This design comes from an exercise in tuning for small area, a short achievable clock period and few clock cycles per item on the open sky130 flow, not from production work.
In this exercise RTL edits were held to simulation tests only and were not proved equivalent to the original.

## design/flow/design.v

```verilog
module mdu_param #(
    parameter int WIDTH       = 32,
    parameter int MULT_CYCLES = 5,
    parameter int DIV_CYCLES  = 10
) (
    input  logic             clk,
    input  logic             reset,
    input  logic             req,
    input  logic [WIDTH-1:0] in_a,
    input  logic [WIDTH-1:0] in_b,
    input  logic [3:0]       MDUOp,
    input  logic             start,
    output logic [WIDTH-1:0] data_hi,
    output logic [WIDTH-1:0] data_lo,
    output logic             busy
);
    localparam int MR  = 8;                     
    localparam int MNC = 2;                     
    localparam int WW  = 2 * MR + 36;           
    localparam int RB  = 2 * MR * (MNC - 1);    
    localparam int HOF = 32 - RB;               
    localparam int XW  = 35;                    
    localparam logic [3:0] OP_MULT  = 4'd1;
    localparam logic [3:0] OP_MULTU = 4'd2;
    localparam logic [3:0] OP_DIV   = 4'd3;
    localparam logic [3:0] OP_DIVU  = 4'd4;
    localparam logic [3:0] OP_MTHI  = 4'd7;
    localparam logic [3:0] OP_MTLO  = 4'd8;
    localparam logic [3:0] OP_MADD  = 4'd9;
    localparam logic [3:0] OP_MADDU = 4'd10;
    localparam logic [3:0] OP_MSUB  = 4'd11;
    localparam logic [3:0] OP_MSUBU = 4'd12;
    function automatic logic is_long_op(input logic [3:0] op);
        case (op)
            OP_MULT, OP_MULTU, OP_DIV, OP_DIVU,
            OP_MADD, OP_MADDU, OP_MSUB, OP_MSUBU: is_long_op = 1'b1;
            default:                              is_long_op = 1'b0;
        endcase
    endfunction
    function automatic logic is_div_op(input logic [3:0] op);
        is_div_op = (op == OP_DIV) || (op == OP_DIVU);
    endfunction
    function automatic logic is_signed_op(input logic [3:0] op);
        case (op)
            OP_MULT, OP_MADD, OP_MSUB, OP_DIV: is_signed_op = 1'b1;
            default:                           is_signed_op = 1'b0;
        endcase
    endfunction
    function automatic logic [5:0] lzc32(input logic [31:0] v);
        logic [3:0] nib;
        logic [1:0] nl;
        lzc32 = 6'd32;
        for (int n = 0; n < 8; n++) begin
            nib = v[4*n +: 4];
            nl  = nib[3] ? 2'd0 : nib[2] ? 2'd1 : nib[1] ? 2'd2 : 2'd3;
            if (nib != 4'd0) lzc32 = {3'(7 - n), nl};
        end
    endfunction
    logic [31:0]   hi_q, lo_q;
    logic          busy_q;
    logic          div_q;       
    logic          prep_q;      
    logic [4:0]    cnt_q;       
    logic          sgn_q;       
    logic          sub_q;       
    logic          acc_q;       
    logic          negq_q;      
    logic          negr_q;      
    logic [XW-1:0] x_q;         
    logic [31:0]   y_q;         
    logic [35:0]   u_q;         
    logic          yprev_q;     
    logic          acor_q;      
    assign data_hi = hi_q;
    assign data_lo = lo_q;
    assign busy    = busy_q;
    logic accept_s;
    assign accept_s = start & is_long_op(MDUOp) & ~busy_q & ~req;
    task automatic csa(input logic [WW-1:0] a, input logic [WW-1:0] b, input logic [WW-1:0] c,
                       output logic [WW-1:0] s, output logic [WW-1:0] cy);
        s  = a ^ b ^ c;
        cy = ((a & b) | (a & c) | (b & c)) << 1;
    endtask
    function automatic logic [WW-1:0] bk_add(input logic [WW-1:0] a, input logic [WW-1:0] b);
        logic [WW-1:0] g, p, pp;
        g  = a & b;
        p  = a ^ b;
        pp = p;
        for (int l = 0; (1 << l) < WW; l++) begin
            for (int i = (2 << l) - 1; i < WW; i += (2 << l)) begin
                g[i]  = g[i] | (pp[i] & g[i - (1 << l)]);
                pp[i] = pp[i] & pp[i - (1 << l)];
            end
        end
        for (int l = $clog2(WW) - 2; l >= 0; l--) begin
            for (int i = 3 * (1 << l) - 1; i < WW; i += (2 << l)) begin
                g[i]  = g[i] | (pp[i] & g[i - (1 << l)]);
                pp[i] = pp[i] & pp[i - (1 << l)];
            end
        end
        bk_add = p ^ {g[WW-2:0], 1'b0};
    endfunction
    logic [2*MR:0]  mbits_s;    
    logic [WW-1:0]  msum_s;
    logic           mlast_s;
    assign mlast_s = (cnt_q == 5'd1);
    always_comb begin
        logic [34:0]   mext;
        logic          y2, y1, y0, one, two, neg;
        logic [34:0]   sel, p;
        logic [WW-1:0] ops [0:MR+3];
        logic [WW-1:0] l1 [0:7];
        logic [WW-1:0] l2 [0:3];
        logic [WW-1:0] l3 [0:3];
        logic [WW-1:0] l4 [0:1];
        logic [WW-1:0] l5 [0:1];
        logic [WW-1:0] nk;
        logic [WW-1:0] konst;
        mbits_s = {y_q[2*MR-1:0], yprev_q};
        mext  = {x_q[32], x_q[32], x_q[32:0]};
        ops[0] = WW'({~u_q[35], u_q[34:0]});
        nk     = '0;
        konst  = -(WW'(1) << 35);
        for (int j = 0; j < MR; j++) begin
            y2  = mbits_s[2*j+2];
            y1  = mbits_s[2*j+1];
            y0  = mbits_s[2*j];
            one = y1 ^ y0;
            two = (y2 & ~y1 & ~y0) | (~y2 & y1 & y0);
            neg = y2 ^ sub_q;
            for (int i = 0; i < 35; i++) begin
                sel[i] = (one & mext[i]) | (two & ((i > 0) ? mext[(i > 0) ? i-1 : 0] : 1'b0));
            end
            p        = sel ^ {35{neg}};
            ops[j+1] = WW'({~p[34], p[33:0]}) << (2*j);
            nk[2*j]  = neg;
            konst    = konst - (WW'(1) << (34 + 2*j));
        end
        ops[MR+1] = nk | konst;
        ops[MR+2] = (acc_q && mlast_s) ? (WW'(hi_q) << HOF) : '0;
        ops[MR+3] = (acor_q && mlast_s) ? (WW'(x_q[31:0] ^ {32{sub_q}}) << HOF) : '0;
        ops[MR+1][HOF] = acor_q & mlast_s & sub_q;
        csa(ops[0], ops[1], ops[2], l1[0], l1[1]);
        csa(ops[3], ops[4], ops[5], l1[2], l1[3]);
        csa(ops[6], ops[7], ops[8], l1[4], l1[5]);
        csa(ops[9], ops[10], ops[11], l1[6], l1[7]);
        csa(l1[0], l1[1], l1[2], l2[0], l2[1]);
        csa(l1[3], l1[4], l1[5], l2[2], l2[3]);
        csa(l2[0], l2[1], l2[2], l3[0], l3[1]);
        csa(l2[3], l1[6], l1[7], l3[2], l3[3]);
        csa(l3[0], l3[1], l3[2], l4[0], l4[1]);
        csa(l4[0], l4[1], l3[3], l5[0], l5[1]);
        msum_s = bk_add(l5[0], l5[1]);
    end
    logic          sa_s, sb_s, bz_s;
    logic [5:0]    la_s, lb_s;
    logic signed [7:0] dlt_s;
    logic [3:0]    dsh_s;       
    logic [4:0]    dcnt_s;
    logic [34:0]   dal_s;
    logic          sa_c, sub_c, negq_c;
    logic [28:0]   qh_s;
    logic [32:0]   rem_s;
    logic [34:0]   dnx_s;
    logic [2:0]    ql_s;
    logic [31:0]   quo_s, quof_s;
    function automatic logic [3:0] div3(input logic [5:0] v);
        div3 = 4'd0;
        for (int k = 1; k < 12; k++) begin
            if (v >= 6'(3 * k)) div3 = 4'(k);
        end
    endfunction
    always_comb begin
        sa_s   = sgn_q & y_q[31];
        sb_s   = sgn_q & x_q[31];
        bz_s   = (x_q[31:0] == 32'd0);
        la_s   = lzc32(y_q ^ {32{sa_s}});
        lb_s   = lzc32(x_q[31:0] ^ {32{sb_s}});
        dlt_s  = 8'(lb_s) - 8'(la_s) + 8'(sa_s);
        dsh_s  = dlt_s[7] ? 4'd0 : div3(6'(dlt_s + 8'sd1));
        dcnt_s = 5'(dsh_s) + 5'd1;
        dal_s  = ({{2{x_q[32]}}, x_q[32:0]} << 1) << (6'(dsh_s) * 6'd3);
        sa_c   = prep_q ? sa_s : negr_q;
        sub_c  = prep_q ? (sa_s == sb_s) : sub_q;
        negq_c = prep_q ? (sa_s ^ sb_s) : negq_q;
        qh_s   = prep_q ? 29'd0 : y_q[28:0];
    end
    function automatic logic [35:0] bk_add36(input logic [35:0] a, input logic [35:0] b,
                                             input logic ci);
        logic [35:0] g, p, pp;
        g    = a & b;
        p    = a ^ b;
        pp   = p;
        g[0] = g[0] | (p[0] & ci);
        for (int l = 0; (1 << l) < 36; l++) begin
            for (int i = (2 << l) - 1; i < 36; i += (2 << l)) begin
                g[i]  = g[i] | (pp[i] & g[i - (1 << l)]);
                pp[i] = pp[i] & pp[i - (1 << l)];
            end
        end
        for (int l = $clog2(36) - 2; l >= 0; l--) begin
            for (int i = 3 * (1 << l) - 1; i < 36; i += (2 << l)) begin
                g[i]  = g[i] | (pp[i] & g[i - (1 << l)]);
                pp[i] = pp[i] & pp[i - (1 << l)];
            end
        end
        bk_add36 = p ^ {g[34:0], ci};
    endfunction
    function automatic logic [33:0] div_step(input logic [32:0] r, input logic [34:0] d,
                                             input logic sub, input logic neg);
        logic [35:0] t;
        logic        ok;
        t  = bk_add36({{3{r[32]}}, r}, {d[34], d}, sub);
        ok = neg ? (t[35] | (t == 36'd0)) : ~t[35];
        div_step = {ok, ok ? t[32:0] : r};
    endfunction
    always_comb begin
        logic [33:0] s1, s2, s3;
        logic [32:0] r2;
        logic [34:0] d2, d3;
        s1 = div_step(u_q[32:0], x_q[34:0], sub_q, negr_q);
        r2 = prep_q ? {y_q[31] & sgn_q, y_q} : s1[32:0];
        d2 = prep_q ? (dal_s ^ {35{sa_s == sb_s}}) : {x_q[34], x_q[34:1]};
        s2 = div_step(r2, d2, sub_c, sa_c);
        d3 = {d2[34], d2[34:1]};
        s3 = div_step(s2[32:0], d3, sub_c, sa_c);
        ql_s  = {s1[33] & ~prep_q, s2[33], s3[33]};
        rem_s = s3[32:0];
        dnx_s = {d3[34], d3[34:1]};
        quo_s = {qh_s, ql_s};
        if (!negq_c) begin
            quof_s = quo_s;
        end else if (ql_s == 3'd0) begin
            quof_s = {29'd0 - qh_s, 3'd0};
        end else begin
            quof_s = {~qh_s, 3'd0 - ql_s};
        end
    end
    logic        done_s;        
    logic        res_we_s;      
    logic [63:0] res_s;
    logic        mthi_s, mtlo_s;
    always_comb begin
        if (!div_q) begin
            done_s   = mlast_s;
            res_we_s = mlast_s;
            res_s    = 64'({msum_s, y_q} >> (32 - RB));
        end else begin
            done_s   = (prep_q && bz_s) || (prep_q ? (dcnt_s == 5'd1) : (cnt_q == 5'd1));
            res_we_s = done_s && !(prep_q && bz_s);
            res_s    = {rem_s[31:0], quof_s};
        end
        res_we_s = res_we_s & busy_q;
    end
    assign mthi_s = ~busy_q & ~req & (MDUOp == OP_MTHI);
    assign mtlo_s = ~busy_q & ~req & (MDUOp == OP_MTLO);
    always_ff @(posedge clk) begin
        if (reset) begin
            hi_q <= '0;
        end else if (mthi_s) begin
            hi_q <= in_a;
        end else if (res_we_s) begin
            hi_q <= res_s[63:32];
        end
    end
    always_ff @(posedge clk) begin
        if (reset) begin
            lo_q <= '0;
        end else if (mtlo_s) begin
            lo_q <= in_a;
        end else if (res_we_s) begin
            lo_q <= res_s[31:0];
        end
    end
    always_ff @(posedge clk) begin
        if (reset) begin
            busy_q <= 1'b0;
        end else if (!busy_q) begin
            busy_q <= accept_s;
        end else if (done_s) begin
            busy_q <= 1'b0;
        end
    end
    always_ff @(posedge clk) begin
        if (!busy_q) begin
            x_q     <= XW'({is_signed_op(MDUOp) & in_b[31], in_b});
            y_q     <= in_a;
            yprev_q <= 1'b0;
            div_q   <= is_div_op(MDUOp);
            prep_q  <= is_div_op(MDUOp);
            cnt_q   <= 5'(MNC);
            sgn_q   <= is_signed_op(MDUOp);
            sub_q   <= (MDUOp == OP_MSUB) || (MDUOp == OP_MSUBU);
            acc_q   <= (MDUOp == OP_MADD) || (MDUOp == OP_MADDU) ||
                       (MDUOp == OP_MSUB) || (MDUOp == OP_MSUBU);
            acor_q  <= ~is_signed_op(MDUOp) & in_a[31];
            if ((MDUOp == OP_MADD) || (MDUOp == OP_MADDU) ||
                (MDUOp == OP_MSUB) || (MDUOp == OP_MSUBU)) begin
                u_q <= {4'd0, lo_q};
            end else begin
                u_q <= '0;
            end
        end else if (!div_q) begin
            u_q     <= msum_s[WW-1:2*MR];
            y_q     <= 32'({msum_s[2*MR-1:0], y_q} >> (2*MR));
            yprev_q <= mbits_s[2*MR];
            cnt_q   <= cnt_q - 5'd1;
        end else begin
            prep_q <= 1'b0;
            negq_q <= negq_c;
            negr_q <= sa_c;
            sub_q  <= sub_c;
            u_q    <= {3'd0, rem_s};
            x_q    <= XW'(dnx_s);
            y_q    <= quo_s;
            cnt_q  <= (prep_q ? dcnt_s : cnt_q) - 5'd1;
        end
    end
endmodule
```

## design/flow/flow/run.sh

```bash
#!/bin/bash
set -euo pipefail
cd "$(dirname "$0")/.."
bash standard.sh \
  "BUFFER_PORTS_ARGS=-buffer_cell sky130_fd_sc_hd__buf_2" \
  SETUP_SLACK_MARGIN=70.85 \
  finish > standard_flow.log 2>&1
```

## design/flow/standard.sh

```bash
#!/bin/bash
# synth_recipe.tcl (not shown) runs the flow's synth.tcl, then flattens the netlist and writes it again
# the make line also repeats each setting of config.mk as NAME=value (left out here)
make -C /OpenROAD-flow-scripts/flow DESIGN_CONFIG=/design/flow/config.mk WORK_HOME=/design/flow/orfs CLKGATE_MAP_FILE= SYNTH_SCRIPT=/design/flow/synth_recipe.tcl "${@:-finish}"
```

## design/flow/config.mk

```make
export PLATFORM = sky130hd
export DESIGN_NAME = mdu_param
export DESIGN_NICKNAME = mdu_param
export VERILOG_FILES = /design/flow/design.v
export SDC_FILE = /design/flow/constraint.sdc
export NUM_CORES = 4
export LEC_CHECK = 0
export ABC_AREA = 1
export CAP_MARGIN = 20
export CORE_MARGIN = 2
export CORE_UTILIZATION = 40
export SLEW_MARGIN = 20
export TNS_END_PERCENT = 0
```

## design/flow/constraint.sdc

```tcl
create_clock -name core_clock -period 90.0 [get_ports {clk}]
set_input_delay 18.0000 -clock core_clock [delete_from_list [all_inputs] [get_ports {clk}]]
set_output_delay 18.0000 -clock core_clock [all_outputs]
set_load 0.01 [all_outputs]
```

==> results of run 1 <==
## worst paths after layout
check	endpoint	cells past startpoint
hold reg to reg	cnt_q[0]$_SDFF_PN0_	1
hold / removal	cnt_q[0]$_SDFF_PN0_	1
setup / recovery	data_hi[9]	1
setup reg to reg	lo_q[26]$_SDFFE_PP0P_	102
## sequential cells by signal, summed over array words and instances, names as in the netlist
| register | count |
|---|---|
| acc_q | 1 |
| acor_q | 1 |
| busy_q | 1 |
| cnt_q | 5 |
| div_q | 1 |
| hi_q | 32 |
| lo_q | 32 |
| negq_q | 1 |
| negr_q | 1 |
| prep_q | 1 |
| sgn_q | 1 |
| sub_q | 1 |
| u_q | 36 |
| x_q | 34 |
| y_q | 32 |
| yprev_q | 1 |
## routing by layer
| metal | track usage (%) | part of all wire (%) | vias to the layer above |
|---|---|---|---|
| met5 | 0 | 0.050 | - |
| met4 | 24.76 | 7.9 | 12 |
| met3 | 8.760 | 12 | 592 |
| met2 | 54.73 | 42 | 2527 |
| met1 | 48.98 | 38 | 17620 |
| li1 | - | - | 16080 |
## placed cells by master, fill, tap and decap left out, types with 26 or more instances in the layout
cell      count
inv_1       784
nand2_1     701
fa_1        373
xor2_1      328
nand3_1     321
nor2_1      275
o22ai_1     265
ha_1        257
o21ai_0     251
a21oi_1     246
buf_2       135
dfxtp_1     132
buf_4       117
nand4_1      70
o21ai_1      60
edfxtp_1     41
xnor2_1      39
o211ai_1     36
o221ai_1     33
a31oi_1      26
## stage by stage
stage	cells	hold slack (ns)
after floorplan	4878	0.4503
after global placement	5980	0.4853
after CTS	6016	0.5078
final	6049	0.5092
after global routing	6046	0.5222
after detailed placement	5980	0.4899
## cell families after synthesis
family                   count (synthesis)  synth area share [%]
AO/OA/AOI/OAI                         1077                 18.19
XOR/XNOR                               373                 9.240
adder cells (fa/ha/maj)                633                 30.32
buffers and inverters                 1123                 12.18
flip-flops                             181                 11.41
multiplexers                            23                0.6972
AND/OR/NAND/NOR                       1468                 17.97
## area by class of cell
type / instances / area share [%]
multi-input cells: 3577 / 71.21
inverters: 822 / 8.204
flip-flops and latches: 181 / 10.50
diodes: 4 / 0.02596
clock inverters: 9 / 0.3051
repair buffers: 266 / 4.715
repair inverters: 4 / 0.06491
well taps: 1165 / 3.781
clock buffers: 21 / 1.194
## repair_timing
item                                    in CTS  in global routing
pin swaps                                    2                 14
setup buffers                                2                 23
gates resized for setup                     47                 76
endpoints found under the setup margin     122                119
cloned                                       4                  6
==> out/metrics.csv, run 1 <==
stage,metric,value,unit
placed_design,PortBufs,136,
sta,Tcrit/Tclk final,21.39,%
logic_synthesis,Avg Inst Size Synth,7.248,µm²
placed_design,post-place setup slack,68.10,ns
drt,routed wire length,172.4,mm
worst_setup_path,startpoint type of the worst setup path,register,
clock_network,clock slew at reported path FFs,0.07,ns
cells_and_area,Util after Layout,43.83,%
logic_synthesis,Post-Syn Instances,4878,
die,Core ar.,0.08797,mm²
clock_network,clk sinks,181,
placed_design,Placed Area,0.03715,mm²
worst_setup_path,max incr delay on CP,0.55,ns
die,Die X,301.3,µm
global_routing,vias in the first global route,34490,
worst_setup_path,"slowest stage cell, crit path",dfxtp_1,
cells_and_area,multi-input logic area,0.02746,mm²
drt,vias,36830,
worst_setup_path,Worst Path Required,72.00,ns
logic_synthesis,number of flops mapped to enable cells by yosys,41,
sta,Fmax,0.05196,GHz
clock_network,TritonCTS clock tree,built,
cells_and_area,Layout fillers,9122,
die,die area,0.09078,mm²
sta,post-route worst setup slack,70.75,ns
outcome,status,finished clean,
sta,Slew HR,17.79,%
logic_synthesis,Synth cell types,70,
logic_synthesis,Async SR Flop Fraction,0,%
drt,Routed WL per cell,28.50,µm
logic_synthesis,"Net Count, Synth",5583,
logic_synthesis,Yosys top cell area share,21.12,%
sta,"Slew Viols, Final",0,
global_routing,initial antenna violation count,12,
logic_synthesis,Yosys reg bits,181,
die,Die Height,301.3,µm
die,row cnt,109,
drt,via density per instance,6.088,
global_routing,pin count of the biggest net entering global routing,83,
cells_and_area,register area,0.004046,mm²
clock_network,H-tree Lvls,4,
drt,Initial DRC Count,4734,
worst_setup_path,origin of the critical flop-to-flop path,x_q[5]$_DFFE_PP_,
worst_setup_path,Max Fanout on Critical Path,3,
logic_synthesis,"count leader, synth",inv_1,
logic_synthesis,"Top FF cell, synth",dfxtp_1,
worst_setup_path,Worst EP arrival,1.25,ns
sta,Least-Margin Pin Slew,1.224,ns
global_routing,grt ovf,0,
worst_setup_path,crit-path cells,buf_2,
clock_network,clk latency of the worst-skew pair,0.52,ns
cells_and_area,share of layout cells above drive strength 1,9.447,%
logic_synthesis,register area share after synthesis,11.41,%
hold_path,Hold Path Origin,cnt_q[0]$_SDFF_PN0_,
drt,DRC,0,
sta,Final Critical Period,19.25,ns
die,Initial Util,40.19,%
worst_setup_path,critical path endpoint category,output port,
clock_network,Num CTS Buffers,17,
cells_and_area,final instance area,0.03855,mm²
clock_network,clk root buf,clkbuf_16,
hold_path,worst hold path class,reg -> reg,
placed_design,GP Congestion,1.054,
worst_setup_path,"Buf+Inv Stages, Crit Path",1,
logic_synthesis,Synthesis Warnings,7,
sta,final setup TNS,0,ns
placed_design,DP HPWL,131.5,mm
sta,final hold violation count,0,
global_routing,global-route wire length before repair,245.0,mm
sta,# setup viols final,0,
worst_setup_path,"reg-to-reg slack, setup",71.99,ns
clock_network,CTS Hold Bufs,0,
worst_setup_path,Critical path origin,hi_q[9]$_SDFFE_PP0P_,
sta,RSZ-0062 raised after global routing,true,
logic_synthesis,"top cells by area, synth","fa_1, ha_1, inv_1, xor2_1, dfxtp_1",
clock_network,Max Root-Sink Buffers,2,
drt,first-pass iteration count of the detailed router,8,
drt,Antenna Nets Post-Route,0,
global_routing,GRT Total Usage,37.37,%
worst_setup_path,Crit Path Category,reg -> out,
cells_and_area,fin nets,5574,
logic_synthesis,cell area after synthesis,0.03536,mm²
worst_setup_path,Crit path max-delay family,flip-flops,
logic_synthesis,leading area contributor after synthesis,fa_1,
sta,Worst Clk Skew,0.02102,ns
flow_run,Max Cap Viol,0,
die,Ports,137,
cells_and_area,Area Overhead vs Synth,9.045,%
logic_synthesis,commonest cells in the netlist,"inv_1, nand2_1, fa_1",
Testbench counts, summed over its fixed seeds: cycles 71,426, items 24,000.
==> run 2, diff against run 1 <==
--- a/design/flow/design.v
+++ b/design/flow/design.v
@@ -221,3 +221,3 @@
         s1 = div_step(u_q[32:0], x_q[34:0], sub_q, negr_q);
-        r2 = prep_q ? {y_q[31] & sgn_q, y_q} : s1[32:0];
+        r2 = prep_q ? u_q[32:0] : s1[32:0];
         d2 = prep_q ? (dal_s ^ {35{sa_s == sb_s}}) : {x_q[34], x_q[34:1]};
@@ -299,2 +299,4 @@
                 u_q <= {4'd0, lo_q};
+            end else if (is_div_op(MDUOp)) begin
+                u_q <= {{4{is_signed_op(MDUOp) & in_a[31]}}, in_a};
             end else begin
==> design/flow/flow/run.sh (replaced) <==
#!/bin/bash
set -euo pipefail
cd "$(dirname "$0")/.."
bash standard.sh \
  "BUFFER_PORTS_ARGS=-buffer_cell sky130_fd_sc_hd__buf_2" \
  SETUP_SLACK_MARGIN=71 \
  finish > standard_flow.log 2>&1
==> run 2 against run 1 <==
Compared with the run above:
- cell count shrank 0.53%
- setup slack improved by 0.10 ns
- maximum frequency grew 0.54%
- count of clock-buffer cells in the layout decreased by 4
- cell area about the same
- global-route usage is 0.19 points lower
- die area decreased by 0.95%
- still clean
- critical path depth is 5 higher
- register-to-register slack is essentially flat
- first-iteration DRC count increased by 4.7%
==> out/metrics.csv, run 2 <==
stage,metric,value,unit,change
outcome,status,finished clean,,
sta,Slew HR,26.52,%,+8.7 points
placed_design,GP Congestion,1.042,,-1.1%
placed_design,PortBufs,136,,unchanged
global_routing,global-route wire length before repair,242.3,mm,-1.1%
worst_setup_path,"Buf+Inv Stages, Crit Path",2,,+1
sta,"Slew Viols, Final",0,,unchanged
global_routing,GRT Total Usage,37.18,%,-0.19 points
placed_design,post-place setup slack,67.64,ns,-0.4660 ns
worst_setup_path,worst reg-to-reg path cell count,97,,-4.9%
cells_and_area,Area Overhead vs Synth,10.18,%,
logic_synthesis,"Net Count, Synth",5544,,-0.70%
worst_setup_path,Critical path origin,req,,
cells_and_area,fin nets,5550,,-0.43%
global_routing,vias in the first global route,34540,,+0.13%
drt,via density per instance,6.060,,-0.45%
die,row cnt,108,,-0.92%
worst_setup_path,origin of the critical flop-to-flop path,x_q[7]$_DFFE_PP_,,
drt,Antenna Nets Post-Route,0,,unchanged
cells_and_area,"commonest non-fill, non-tap cells in the layout","nand2_1, inv_1, fa_1",,
sta,Tcrit/Tclk final,21.27,%,-0.12 points
worst_setup_path,Max Fanout on Critical Path,24,,+21
cells_and_area,max reg flops,36,,unchanged
cells_and_area,"Most flops, register",u_q,,
placed_design,Placed Area,0.03679,mm²,-0.95%
global_routing,grt ovf,0,,unchanged
logic_synthesis,Yosys top cell area share,21.33,%,+0.21 points
hold_path,Hold Path Origin,lo_q[9]$_SDFFE_PP0P_,,
placed_design,DP HPWL,131.1,mm,-0.31%
worst_setup_path,"most used cell, CP",a21oi_1,,
cells_and_area,Layout fillers,9054,,-0.75%
clock_network,TritonCTS clock tree,built,,
worst_setup_path,Crit path max-delay family,compound AO/OA/AOI/OAI gates,,
hold_path,Hold EP,lo_q[9]$_SDFFE_PP0P_,,
clock_network,Max Root-Sink Buffers,2,,unchanged
sta,Worst Clk Skew,0.02210,ns,+0.001073 ns
hold_path,worst hold path class,reg -> reg,,
sta,RSZ-0062 raised after global routing,true,,
logic_synthesis,Post-Syn Instances,4839,,-0.80%
die,Initial Util,40.36,%,+0.17 points
logic_synthesis,Avg Inst Size Synth,7.236,µm²,-0.17%
worst_setup_path,Worst EP arrival,19.53,ns,+18.28 ns
sta,final setup TNS,0,ns,unchanged
worst_setup_path,startpoint type of the worst setup path,input pin,,
drt,routed wire length,172.0,mm,-0.26%
cells_and_area,share of layout cells above drive strength 1,10.58,%,+1.1 points
worst_setup_path,Worst Path Required,90.39,ns,+18.39 ns
clock_network,Num CTS Buffers,17,,unchanged
global_routing,initial antenna violation count,6,,-6
clock_network,clk latency of the worst-skew pair,0.53,ns,about the same
global_routing,pin count of the biggest net entering global routing,65,,-22%
logic_synthesis,"top cells by area, synth","fa_1, ha_1, nand2_1, inv_1, xor2_1",,
die,die area,0.08992,mm²,-0.95%
logic_synthesis,Yosys reg bits,181,,unchanged
worst_setup_path,"reg-to-reg slack, setup",72.00,ns,about the same
logic_synthesis,"Top FF cell, synth",dfxtp_1,,
die,Die X,299.9,µm,-0.48%
sta,final hold violation count,0,,unchanged
logic_synthesis,number of flops mapped to enable cells by yosys,41,,unchanged
worst_setup_path,crit-path cells,"buf_2, nor2_2, nand4_1, clkbuf_16, a21oi_1, a21oi_1",,
worst_setup_path,"slowest stage cell, crit path",a21oi_1,,
cells_and_area,final instance area,0.03858,mm²,about the same
sta,# setup viols final,0,,unchanged
cells_and_area,largest registers,"u_q x36, x_q x34",,
drt,vias,36470,,-0.98%
logic_synthesis,Synthesis Warnings,7,,unchanged
sta,Final Critical Period,19.14,ns,-0.1042 ns
die,Core ar.,0.08675,mm²,-1.4%
clock_network,CTS Hold Bufs,0,,unchanged
logic_synthesis,"count leader, synth",nand2_1,,
sta,Least-Margin Pin Slew,1.101,ns,-0.1227 ns
logic_synthesis,leading area contributor after synthesis,fa_1,,
worst_setup_path,critical path endpoint category,register,,
clock_network,clk root buf,clkbuf_16,,
logic_synthesis,register area share after synthesis,11.52,%,+0.11 points
drt,first-pass iteration count of the detailed router,9,,+1
clock_network,H-tree Lvls,4,,unchanged
die,Ports,137,,unchanged
sta,final hold slack,0.4815,ns,-0.02773 ns
drt,Initial DRC Count,4957,,+4.7%
cells_and_area,"most common cell after layout, fill and taps aside",nand2_1,,
worst_setup_path,Crit Path Category,in -> reg,,
logic_synthesis,commonest cells in the netlist,"nand2_1, inv_1, fa_1",,
logic_synthesis,Synth cell types,62,,-11%
logic_synthesis,cell area after synthesis,0.03501,mm²,-0.97%
drt,Routed WL per cell,28.58,µm,+0.27%
logic_synthesis,Async SR Flop Fraction,0,%,unchanged
sta,post-route worst setup slack,70.86,ns,+0.1042 ns
die,Die Height,299.9,µm,-0.48%
clock_network,clock slew at reported path FFs,0.08,ns,about the same
flow_run,Max Cap Viol,0,,unchanged
sta,Fmax,0.05224,GHz,+0.54%
drt,DRC,0,,unchanged
worst_setup_path,Worst R2R End,hi_q[4]$_SDFFE_PP0P_,,
cells_and_area,Util after Layout,44.47,%,+0.64 points
hold_path,hold path depth,2,,+1
worst_setup_path,max incr delay on CP,0.56,ns,about the same
clock_network,clk sinks,181,,unchanged
-- run 2: per-layer routing --
layer	vias to the layer above	part of all wire, %	wire, µm	GRT usage (%)
li1	15930	-	-	-
met1	17580	38	65370	47.36
met2	2360	42	72310	55.38
met3	595	11	18490	8.136
met4	4	9.2	15790	27.40
met5	-	0.015	26	0
-- run 2: worst max-delay path by stage --
stage / depth (start not counted) / endpoint / slack [ns]
final: 6 / hi_q[11]$_SDFFE_PP0P_ / 70.86
after global routing: 9 / hi_q[16]$_SDFFE_PP0P_ / 70.88
after CTS: 1 / data_hi[6] / 70.91
after detailed placement: 104 / lo_q[28]$_SDFFE_PP0P_ / 67.64
after global placement: 105 / lo_q[25]$_SDFFE_PP0P_ / 67.95
after floorplan: 7 / u_q[31]$_DFF_P_ / 70.96
-- run 2: logic make-up (layout without fill, tap and decap cells) --
family,Yosys count,after routing,synth area share [%]
AOI/OAI and AO/OA,1050,1050,17.95
xor gates and xnor gates,371,371,9.323
adders and majority gates,633,633,30.62
buffers and inverters,1101,1116,12.04
DFF,181,181,11.52
muxes,18,18,0.5146
other,0,4,0
and+or+nand+nor,1485,1489,18.04
-- run 2: what timing repair did --
action / 4_1_cts / 5_1_grt
gates cloned: 3 / 7
gates resized for setup: 101 / 114
endpoints found under the setup margin: 166 / 166
setup buffers: 12 / 23
pin swaps: 5 / 16
-- run 2: layout make-up --
| cell class | count | area (µm²) | share of cell area, % |
|---|---|---|---|
| multi-input combinational | 3561 | 27290 | 70.74 |
| sequential | 181 | 4115 | 10.67 |
| inverter | 806 | 3108 | 8.056 |
| timing repair buffer | 276 | 1948 | 5.049 |
| tap | 1155 | 1445 | 3.746 |
| clock buffer | 17 | 425.4 | 1.103 |
| clock inverter | 15 | 221.5 | 0.5740 |
| timing repair inverter | 2 | 13.76 | 0.03567 |
| antenna | 4 | 10.01 | 0.02594 |
-- run 2: through the flow --
stage	instances
finish	6017
global route	6015
CTS	5982
detailed placement	5935
global placement	5935
floorplan	4839
-- run 2: worst min-delay path: stages, from the launching register on --
cell	delay, ns
dfxtp_1	0.33
nand2_1	0.06
a21oi_1	0.05
Testbench counts of run 2, summed over its fixed seeds: cycles 71,426, items 24,000.

-- port drivers added, routing unchanged --
Ports are ideal in the flow. The routed layouts listed here were re-timed in OpenROAD.
Step 1: set_driving_cell puts a clkbuf_16 on clk and a buf_2 on each other input, an assumption about the parent block.
Step 2 times the ports against the registers' clock, not the clock port: input delays grow and output delays shrink by t, the midpoint of the rising clock arrivals with the driver on.
a / b / c = no drivers / after step 1 / after step 2; a / b = the first two.
run	t, ns	setup WS [ns]	worst setup path at the end	slew at the worst register clock pin (ns)
run 1	0.575	70.753 / 70.683 / 70.240	input to register	0.09 / 0.09
run 2	0.587	70.857 / 70.848 / 70.309	input to register	0.10 / 0.10
After both steps setup and hold are still met in every run listed. The setup slack of run 2, which loses most, moves by -0.009 ns with the drivers and by -0.548 ns with both steps.
